This design comes from an exercise in tuning for small area, a short achievable clock period and few clock cycles per item on the open sky130 flow, not from production work.
At most, simulation tests tie the RTL to the original design; equivalence was not proved.

==> 09-20: inputs <==
==> flow/design.v <==
package bat_pkg;
   localparam int TABLE_ENTRIES = 16;
   localparam int ADDR_W        = 32;
   localparam int COUNT_OUT_W   = 5;
   localparam int CNT_W         = $clog2(TABLE_ENTRIES + 1);
   typedef enum logic [1:0] {
      OP_CHECK  = 2'd0,
      OP_SET    = 2'd1,
      OP_DELETE = 2'd2,
      OP_CLEAR  = 2'd3
   } op_type;
endpackage
module bat_ctrl (
   input  logic        clock,
   input  logic        reset,
   input  logic        req_valid,
   output logic        req_ready,
   output logic        req_fire,
   input  logic        res_valid,    
   input  logic        res_success,
   input  logic [bat_pkg::COUNT_OUT_W-1:0] res_count,
   output logic        rsp_valid,
   input  logic        rsp_ready,
   output logic        rsp_success,
   output logic [bat_pkg::COUNT_OUT_W-1:0] rsp_entry_count
);
   localparam int RW = bat_pkg::COUNT_OUT_W + 1;
   logic [2:0]    qv_ff;             
   logic [RW-1:0] q_ff [3];
   logic [RW-1:0] res;
   logic          pop;
   assign res = {res_success, res_count};
   assign pop = qv_ff[0] && rsp_ready;
   logic          ready_ff;
   logic [2:0]    qv_in;
   assign req_ready = ready_ff;
   assign req_fire  = req_valid && ready_ff;
   assign rsp_valid       = qv_ff[0];
   assign rsp_success     = q_ff[0][RW-1];
   assign rsp_entry_count = q_ff[0][RW-2:0];
   logic [2:0]    qv_sh, qv_push;
   logic [RW-1:0] q_sh [3];
   always_comb begin
      qv_sh   = pop ? {1'b0, qv_ff[2:1]} : qv_ff;
      q_sh[0] = pop ? q_ff[1] : q_ff[0];
      q_sh[1] = pop ? q_ff[2] : q_ff[1];
      q_sh[2] = q_ff[2];
      qv_push = {3{res_valid}} & ~qv_sh & {qv_sh[1:0], 1'b1};
   end
   assign qv_in = qv_sh | qv_push;
   always_ff @(posedge clock) begin
      if (reset) begin
         qv_ff    <= '0;
         ready_ff <= 1'b1;
      end else begin
         qv_ff    <= qv_in;
         ready_ff <= !qv_in[2] && !(qv_in[1] && req_fire);
      end
   end
   always_ff @(posedge clock) begin
      for (int k = 0; k < 3; k++) begin
         q_ff[k] <= qv_sh[k] ? q_sh[k] : res;
      end
   end
endmodule
module bat_datapath (
   input  logic                            clock,
   input  logic                            reset,
   input  logic                            req_fire,
   input  logic [1:0]                      req_operation,
   input  logic [bat_pkg::ADDR_W-1:0]      req_address,
   output logic                            res_valid,
   output logic                            res_success,
   output logic [bat_pkg::COUNT_OUT_W-1:0] res_count
);
   localparam int N = bat_pkg::TABLE_ENTRIES;
   logic [bat_pkg::ADDR_W-1:0] addr_ff [N];
   logic [N-1:0]               valid_ff;
   logic [bat_pkg::CNT_W-1:0]  count_ff;
   logic                       v_ff;
   logic [1:0]                 op_ff;
   logic [bat_pkg::ADDR_W-1:0] key_ff;
   logic [N-1:0]               eq_ff;      
   logic [N-1:0] eq_in;
   logic         fwd;
   logic [N-1:0] match, alloc, free_below;
   logic         hit, full, is_chk, is_set, is_del, is_clr, claim, drop;
   logic [N-1:0] valid_in;
   logic [bat_pkg::CNT_W-1:0] count_in;
   always_comb begin
      fwd = (key_ff == req_address);
      for (int i = 0; i < N; i++) begin
         eq_in[i] = alloc[i] ? fwd : (addr_ff[i] == req_address);
      end
   end
   always_ff @(posedge clock) begin
      if (reset) v_ff <= 1'b0;
      else       v_ff <= req_fire;
      op_ff  <= req_operation;
      key_ff <= req_address;
      eq_ff  <= eq_in;
   end
   always_comb begin
      is_chk = v_ff && (op_ff == bat_pkg::OP_CHECK);
      is_set = v_ff && (op_ff == bat_pkg::OP_SET);
      is_del = v_ff && (op_ff == bat_pkg::OP_DELETE);
      is_clr = v_ff && (op_ff == bat_pkg::OP_CLEAR);
      for (int i = 0; i < N; i++) begin
         match[i] = valid_ff[i] && eq_ff[i];
      end
      hit  = |match;
      full = count_ff[bat_pkg::CNT_W-1];
      free_below[0] = 1'b0;
      for (int i = 1; i < N; i++) begin
         free_below[i] = free_below[i-1] || !valid_ff[i-1];
      end
      alloc = ~valid_ff & ~free_below;
      claim = is_set && !hit && !full;
      drop  = is_del && hit;
      for (int i = 0; i < N; i++) begin
         valid_in[i] = !is_clr && ((valid_ff[i] && !(is_del && match[i])) || (claim && alloc[i]));
      end
      if (is_clr)     count_in = '0;
      else if (claim) count_in = count_ff + bat_pkg::CNT_W'(1);
      else if (drop)  count_in = count_ff - bat_pkg::CNT_W'(1);
      else            count_in = count_ff;
      res_success = hit || is_clr || (is_set && !full);
   end
   assign res_valid = v_ff;
   assign res_count = bat_pkg::COUNT_OUT_W'(count_in);
   always_ff @(posedge clock) begin
      if (reset) begin
         valid_ff <= '0;
         count_ff <= '0;
      end else begin
         valid_ff <= valid_in;
         count_ff <= count_in;
      end
      for (int i = 0; i < N; i++) begin
         if (alloc[i]) addr_ff[i] <= key_ff;
      end
   end
endmodule
module breakpoint_address_table_unit (
   input  logic                   clock,
   input  logic                   reset,
   input  logic                   req_valid,
   output logic                   req_ready,
   input  logic [1:0]             req_operation,
   input  logic [bat_pkg::ADDR_W-1:0]      req_address,
   output logic                   rsp_valid,
   input  logic                   rsp_ready,
   output logic                   rsp_success,
   output logic [bat_pkg::COUNT_OUT_W-1:0] rsp_entry_count
);
   logic                            req_fire;
   logic                            res_valid;
   logic                            res_success;
   logic [bat_pkg::COUNT_OUT_W-1:0] res_count;
   bat_ctrl u_ctrl (
      .clock           (clock),
      .reset           (reset),
      .req_valid       (req_valid),
      .req_ready       (req_ready),
      .req_fire        (req_fire),
      .res_valid       (res_valid),
      .res_success     (res_success),
      .res_count       (res_count),
      .rsp_valid       (rsp_valid),
      .rsp_ready       (rsp_ready),
      .rsp_success     (rsp_success),
      .rsp_entry_count (rsp_entry_count)
   );
   bat_datapath u_datapath (
      .clock         (clock),
      .reset         (reset),
      .req_fire      (req_fire),
      .req_operation (req_operation),
      .req_address   (req_address),
      .res_valid     (res_valid),
      .res_success   (res_success),
      .res_count     (res_count)
   );
endmodule
==> flow/run.sh <==
#!/bin/bash
# synth_recipe.tcl (not shown) runs the flow's synth.tcl, then flattens the netlist and writes it again
# the make line also repeats each setting of config.mk as NAME=value (left out here)
make -C /OpenROAD-flow-scripts/flow DESIGN_CONFIG=/design/flow/config.mk WORK_HOME=/design/flow/orfs CLKGATE_MAP_FILE= SYNTH_SCRIPT=/design/flow/synth_recipe.tcl finish
==> flow/config.mk <==
export PLATFORM = sky130hd
export DESIGN_NAME = breakpoint_address_table_unit
export DESIGN_NICKNAME = breakpoint_address_table_unit
export VERILOG_FILES = /design/flow/design.v
export SDC_FILE = /design/flow/constraint.sdc
export NUM_CORES = 4
export LEC_CHECK = 0
export CAP_MARGIN = 20
export CORE_MARGIN = 2
export CORE_UTILIZATION = 65
export CTS_BUF_LIST = sky130_fd_sc_hd__clkbuf_16
export CTS_CLUSTER_DIAMETER = 100
export CTS_CLUSTER_SIZE = 30
export SETUP_SLACK_MARGIN = 3.9
export SLEW_MARGIN = 20
==> flow/constraint.sdc <==
create_clock -name core_clock -period 6.0 [get_ports {clock}]
set_input_delay 1.2000 -clock core_clock [delete_from_list [all_inputs] [get_ports {clock}]]
set_output_delay 1.2000 -clock core_clock [all_outputs]
set_load 0.01 [all_outputs]
==> inputs of 02-16, as changes to 09-20 <==
==> flow/design.v, changed modules only <==
module bat_ctrl (
   input  logic        clock,
   input  logic        reset,
   input  logic        req_valid,
   output logic        req_ready,
   output logic        req_fire,
   input  logic        res_success,
   input  logic [bat_pkg::COUNT_OUT_W-1:0] res_count,
   output logic        rsp_valid,
   input  logic        rsp_ready,
   output logic        rsp_success,
   output logic [bat_pkg::COUNT_OUT_W-1:0] rsp_entry_count
);
   localparam int RW = bat_pkg::COUNT_OUT_W + 1;
   logic [1:0]    qv_ff;             
   logic [RW-1:0] q_ff [2];
   logic [RW-1:0] res;
   logic          pop;
   logic [1:0]    qv_sh, qv_push;
   logic [RW-1:0] q_sh [2];
   assign res = {res_success, res_count};
   assign pop = qv_ff[0] && rsp_ready;
   logic          ready_ff;
   logic [1:0]    qv_in;
   assign req_ready = ready_ff;
   assign req_fire  = req_valid && ready_ff;
   assign rsp_valid       = qv_ff[0];
   assign rsp_success     = q_ff[0][RW-1];
   assign rsp_entry_count = q_ff[0][RW-2:0];
   always_comb begin
      qv_sh   = pop ? {1'b0, qv_ff[1]} : qv_ff;
      q_sh[0] = pop ? q_ff[1] : q_ff[0];
      q_sh[1] = q_ff[1];
      qv_push = {2{req_fire}} & ~qv_sh & {qv_sh[0], 1'b1};
   end
   assign qv_in = qv_sh | qv_push;
   always_ff @(posedge clock) begin
      if (reset) begin
         qv_ff    <= '0;
         ready_ff <= 1'b1;
      end else begin
         qv_ff    <= qv_in;
         ready_ff <= !qv_in[1];
      end
   end
   always_ff @(posedge clock) begin
      for (int k = 0; k < 2; k++) begin
         q_ff[k] <= qv_sh[k] ? q_sh[k] : res;
      end
   end
endmodule
module bat_datapath (
   input  logic                            clock,
   input  logic                            reset,
   input  logic                            req_fire,
   input  logic [1:0]                      req_operation,
   input  logic [bat_pkg::ADDR_W-1:0]      req_address,
   output logic                            res_success,
   output logic [bat_pkg::COUNT_OUT_W-1:0] res_count
);
   localparam int N = bat_pkg::TABLE_ENTRIES;
   logic [bat_pkg::ADDR_W-1:0] addr_ff [N];
   logic [N-1:0]               valid_ff;
   logic [bat_pkg::CNT_W-1:0]  count_ff;
   logic [N-1:0] match, alloc, free_below;
   logic         hit, full, is_set, is_del, is_clr, claim, drop;
   logic [N-1:0] valid_in;
   logic [bat_pkg::CNT_W-1:0] count_in;
   always_comb begin
      is_set = req_fire && (req_operation == bat_pkg::OP_SET);
      is_del = req_fire && (req_operation == bat_pkg::OP_DELETE);
      is_clr = req_fire && (req_operation == bat_pkg::OP_CLEAR);
      for (int i = 0; i < N; i++) begin
         match[i] = valid_ff[i] && (addr_ff[i] == req_address);
      end
      hit  = |match;
      full = count_ff[bat_pkg::CNT_W-1];
      free_below[0] = 1'b0;
      for (int i = 1; i < N; i++) begin
         free_below[i] = free_below[i-1] || !valid_ff[i-1];
      end
      alloc = ~valid_ff & ~free_below;
      claim = is_set && !hit && !full;
      drop  = is_del && hit;
      for (int i = 0; i < N; i++) begin
         valid_in[i] = !is_clr && ((valid_ff[i] && !(is_del && match[i])) || (claim && alloc[i]));
      end
      if (is_clr)     count_in = '0;
      else if (claim) count_in = count_ff + bat_pkg::CNT_W'(1);
      else if (drop)  count_in = count_ff - bat_pkg::CNT_W'(1);
      else            count_in = count_ff;
      res_success = hit || (req_operation == bat_pkg::OP_CLEAR)
                        || ((req_operation == bat_pkg::OP_SET) && !full);
   end
   assign res_count = bat_pkg::COUNT_OUT_W'(count_in);
   always_ff @(posedge clock) begin
      if (reset) begin
         valid_ff <= '0;
         count_ff <= '0;
      end else begin
         valid_ff <= valid_in;
         count_ff <= count_in;
      end
      for (int i = 0; i < N; i++) begin
         if (alloc[i]) addr_ff[i] <= req_address;
      end
   end
endmodule
module breakpoint_address_table_unit (
   input  logic                   clock,
   input  logic                   reset,
   input  logic                   req_valid,
   output logic                   req_ready,
   input  logic [1:0]             req_operation,
   input  logic [bat_pkg::ADDR_W-1:0]      req_address,
   output logic                   rsp_valid,
   input  logic                   rsp_ready,
   output logic                   rsp_success,
   output logic [bat_pkg::COUNT_OUT_W-1:0] rsp_entry_count
);
   logic                            req_fire;
   logic                            res_success;
   logic [bat_pkg::COUNT_OUT_W-1:0] res_count;
   bat_ctrl u_ctrl (
      .clock           (clock),
      .reset           (reset),
      .req_valid       (req_valid),
      .req_ready       (req_ready),
      .req_fire        (req_fire),
      .res_success     (res_success),
      .res_count       (res_count),
      .rsp_valid       (rsp_valid),
      .rsp_ready       (rsp_ready),
      .rsp_success     (rsp_success),
      .rsp_entry_count (rsp_entry_count)
   );
   bat_datapath u_datapath (
      .clock         (clock),
      .reset         (reset),
      .req_fire      (req_fire),
      .req_operation (req_operation),
      .req_address   (req_address),
      .res_success   (res_success),
      .res_count     (res_count)
   );
endmodule
Settings changed: CTS_BUF_LIST sky130_fd_sc_hd__clkbuf_16 to sky130_fd_sc_hd__clkbuf_4 sky130_fd_sc_hd__clkbuf_8, CTS_CLUSTER_DIAMETER 100 to unset, CTS_CLUSTER_SIZE 30 to unset, SETUP_SLACK_MARGIN 3.9 to 3.7.
==> inputs of 05-08, as changes to 09-20 <==
Settings changed: CTS_BUF_LIST sky130_fd_sc_hd__clkbuf_16 to sky130_fd_sc_hd__clkbuf_4 sky130_fd_sc_hd__clkbuf_8, CTS_CLUSTER_DIAMETER 100 to unset, CTS_CLUSTER_SIZE 30 to unset, SETUP_SLACK_MARGIN 3.9 to 3.7.
==> summary.md <==
| Metric | Value |
|---|---|
| Top Registers | `u_datapath.addr_ff: 512 flops, u_datapath.key_ff: 32 flops, u_ctrl.q_ff: 18 flops` |
| Crit-path cells | `buf_6 > buf_12 > bufbuf_16 > xnor2_1 > nand4_1 > nor4_2 > nand2_1 > mux2i_1` |
| Multi-input logic area | `7719 um^2` |
| Final design instance area without fill | `30070 um^2` |
| WL/cell | `31.86 um` |
| Outcome | `timing/DRC/antenna clean` |
| Gate Count Post-Synth | `1599` |
| Synth-to-layout area growth | `21.30%` |
| Starting DRT DRC Count | `2175` |
the above is filed under 05-08

==> summary.md <==
| Metric | Value |
|---|---|
| WL/cell | `28.02 um` |
| Final design instance area without fill | `28210 um^2` |
| Top Registers | `u_datapath.addr_ff: 512 flops, u_datapath.valid_ff: 16 flops, u_ctrl.q_ff: 12 flops` |
| Crit-path cells | `buf_16 > buf_12 > xor2_2 > nor4_2 > nand4_1 > or4_4 > and4_4 > and4_4 > and2_4 > o21a_1 > o31ai_1` |
| Multi-input logic area | `7390 um^2` |
| Outcome | `timing/DRC/antenna clean` |
the above is filed under 02-16

==> summary.md <==
| Metric | Value |
|---|---|
| Post-synth EDFFs | `530` |
| Crit-path cells | `buf_2` |
| Detailed Place HPWL | `44710 um` |
| Top Registers | `u_datapath.addr_ff: 512 flops, u_datapath.key_ff: 32 flops, u_ctrl.q_ff: 18 flops` |
| Top Ports | `46` |
| Final design instance area without fill | `30330 um^2` |
| Final Hold Fails | `0` |
| Outcome | `timing/DRC/antenna clean` |
| Multi-input logic area | `8285 um^2` |
| Post-synthesis xor/xnor area fraction | `0.1939` |
| Synth-to-layout area growth | `22.35%` |
| Largest net degree at the start of global routing | `36` |
the above is filed under 09-20

Testbench counts of 09-20, summed over its fixed seeds: cycles 6,008, items 6,000.
Testbench counts of 05-08, summed over its fixed seeds: cycles 6,008, items 6,000.
Only the layout flow was run in 02-16; the RTL was not checked for function there.

========
==> run a: inputs <==
// breakpoint_address_table_unit: RTL as listed in full above, without the edits since
export LEC_CHECK = 0
export CAP_MARGIN = 20
export CORE_MARGIN = 2
export CORE_UTILIZATION = 65
export CTS_BUF_LIST = sky130_fd_sc_hd__clkbuf_16
export CTS_CLUSTER_DIAMETER = 100
export CTS_CLUSTER_SIZE = 30
export SETUP_SLACK_MARGIN = 3.7
export SLEW_MARGIN = 20
create_clock -name core_clock -period 6.0 [get_ports {clock}]
run.sh (not shown) runs the stock make flow with config.mk's settings and CLKGATE_MAP_FILE= SYNTH_SCRIPT=/design/flow/synth_recipe.tcl, a recipe that flattens the netlist after the stock synthesis.
==> run b (differences from run a) <==
--- a/flow/design.v
+++ b/flow/design.v
@@ -32,8 +32,6 @@
    assign res = {res_success, res_count};
    assign pop = qv_ff[0] && rsp_ready;
-   logic          ready_ff;
-   logic [2:0]    qv_in;
-   assign req_ready = ready_ff;
-   assign req_fire  = req_valid && ready_ff;
+   assign req_ready = !qv_ff[2] && !(qv_ff[1] && res_valid);
+   assign req_fire  = req_valid && req_ready;
    assign rsp_valid       = qv_ff[0];
    assign rsp_success     = q_ff[0][RW-1];
@@ -48,12 +46,9 @@
       qv_push = {3{res_valid}} & ~qv_sh & {qv_sh[1:0], 1'b1};
    end
-   assign qv_in = qv_sh | qv_push;
    always_ff @(posedge clock) begin
       if (reset) begin
-         qv_ff    <= '0;
-         ready_ff <= 1'b1;
+         qv_ff <= '0;
       end else begin
-         qv_ff    <= qv_in;
-         ready_ff <= !qv_in[2] && !(qv_in[1] && req_fire);
+         qv_ff <= qv_sh | qv_push;
       end
    end
@@ -82,6 +77,8 @@
    logic [bat_pkg::ADDR_W-1:0] key_ff;
    logic [N-1:0]               eq_ff;      
+   logic                       fwd_ff;     
+   logic [N-1:0]               ins_ff;     
    logic [N-1:0] eq_in;
-   logic         fwd;
+   logic         fwd_in;
    logic [N-1:0] match, alloc, free_below;
    logic         hit, full, is_chk, is_set, is_del, is_clr, claim, drop;
@@ -89,8 +86,8 @@
    logic [bat_pkg::CNT_W-1:0] count_in;
    always_comb begin
-      fwd = (key_ff == req_address);
       for (int i = 0; i < N; i++) begin
-         eq_in[i] = alloc[i] ? fwd : (addr_ff[i] == req_address);
+         eq_in[i] = (addr_ff[i] == req_address);
       end
+      fwd_in = (key_ff == req_address);
    end
    always_ff @(posedge clock) begin
@@ -100,4 +97,5 @@
       key_ff <= req_address;
       eq_ff  <= eq_in;
+      fwd_ff <= fwd_in;
    end
    always_comb begin
@@ -107,5 +105,5 @@
       is_clr = v_ff && (op_ff == bat_pkg::OP_CLEAR);
       for (int i = 0; i < N; i++) begin
-         match[i] = valid_ff[i] && eq_ff[i];
+         match[i] = valid_ff[i] && (ins_ff[i] ? fwd_ff : eq_ff[i]);
       end
       hit  = |match;
@@ -137,4 +135,5 @@
          count_ff <= count_in;
       end
+      ins_ff <= claim ? alloc : '0;
       for (int i = 0; i < N; i++) begin
          if (alloc[i]) addr_ff[i] <= key_ff;
Settings changed: ABC_CLOCK_PERIOD_IN_PS set to 2000, CORE_UTILIZATION 65 to 40, CTS_BUF_LIST sky130_fd_sc_hd__clkbuf_16 to not set, CTS_CLUSTER_DIAMETER 100 to not set, CTS_CLUSTER_SIZE 30 to not set, SETUP_SLACK_MARGIN 3.7 to 4.0.
==> key figures <==
Setup path
  – R2R Setup Slk: 3.68 ns

Logic synthesis
  – Synth top area cells: edfxtp_1 (64%), xnor2_1 (17%), dfxtp_1 (6.1%)

Route
  – Initial DRC Count: 2213
  – Met1 WL: 27.8 mm
  – WL per Instance: 32.8 µm

Outcome
  – Outcome: finished clean

Die
  – DIE WIDTH: 199 µm
  – Rows: 71

Placement
  – Place WS: 1.59 ns
  – DP HPWL: 46.0 mm

Final layout
  – # fillers: 2224
  – Multi-In Gates: 914

Clock tree
  – Post-CTS Setup Repair Bufs: 78
[end of results for run a]
==> key figures <==
Placement
  – Place WS: 1.83 ns
  – DP HPWL: 49.6 mm

Clock tree
  – Post-CTS Setup Repair Bufs: 119

Die
  – Rows: 92
  – DIE WIDTH: 256 µm

Setup path
  – R2R Setup Slk: 3.69 ns

Final layout
  – # fillers: 4916
  – Multi-In Gates: 960

Route
  – Met1 WL: 34.2 mm
  – WL per Instance: 29.9 µm

STA
  – Hold slack: 0.426 ns

Logic synthesis
  – Synth top area cells: edfxtp_1 (63%), xor2_1 (19%), dfxtp_1 (7.2%)
  – Synth Register Bits: 622

Outcome
  – Outcome: finished clean
[end of results for run b]
Testbench counts of run a, summed over its fixed seeds: cycles 6,008, items 6,000.
Testbench counts of run b, summed over its fixed seeds: cycles 6,008, items 6,000.

## separate check: timing with driven ports
No port has a modelled driver above. Below, the same layouts with a new extraction and two added sets of constraints.
Step 1, drivers: a clkbuf_16 drives clock and a buf_2 each remaining input, both assumed.
Step 2, shift: input delay + t, output delay - t, t = (earliest + latest rising clock arrival at the registers) / 2. This alone moves slack from input paths to output paths.
a / b / c = ideal ports / drivers / drivers and shift; a / b = the first two.
| run | t, ns | setup WS [ns] | hold slack, ns | latest minus earliest clock arrival (ns) | worst slew at a driven data input, ns |
|---|---|---|---|---|---|
| 09-20 | 0.643 | 3.675 / 3.619 / 3.099 | 0.468 / 0.468 / 0.468 | 0.033 / 0.033 | 0.08 |
| 02-16 | 0.685 | 2.728 / 2.641 / 1.956 | 0.529 / 0.529 / 0.529 | 0.034 / 0.034 | 0.23 |
| 05-08 | 0.714 | 3.523 / 3.543 / 2.829 | 0.423 / 0.423 / 0.423 | 0.031 / 0.031 | 0.05 |
| run a | 0.639 | 3.663 / 3.622 / 3.043 | 0.445 / 0.445 / 0.445 | 0.037 / 0.037 | 0.04 |
| run b | 0.676 | 3.561 / 3.495 / 3.146 | 0.426 / 0.426 / 0.426 | 0.025 / 0.025 | 0.09 |
After both steps setup and hold are still met in every run listed. The setup slack of 02-16, which loses most, moves by -0.087 ns with the drivers and by -0.772 ns with both steps.
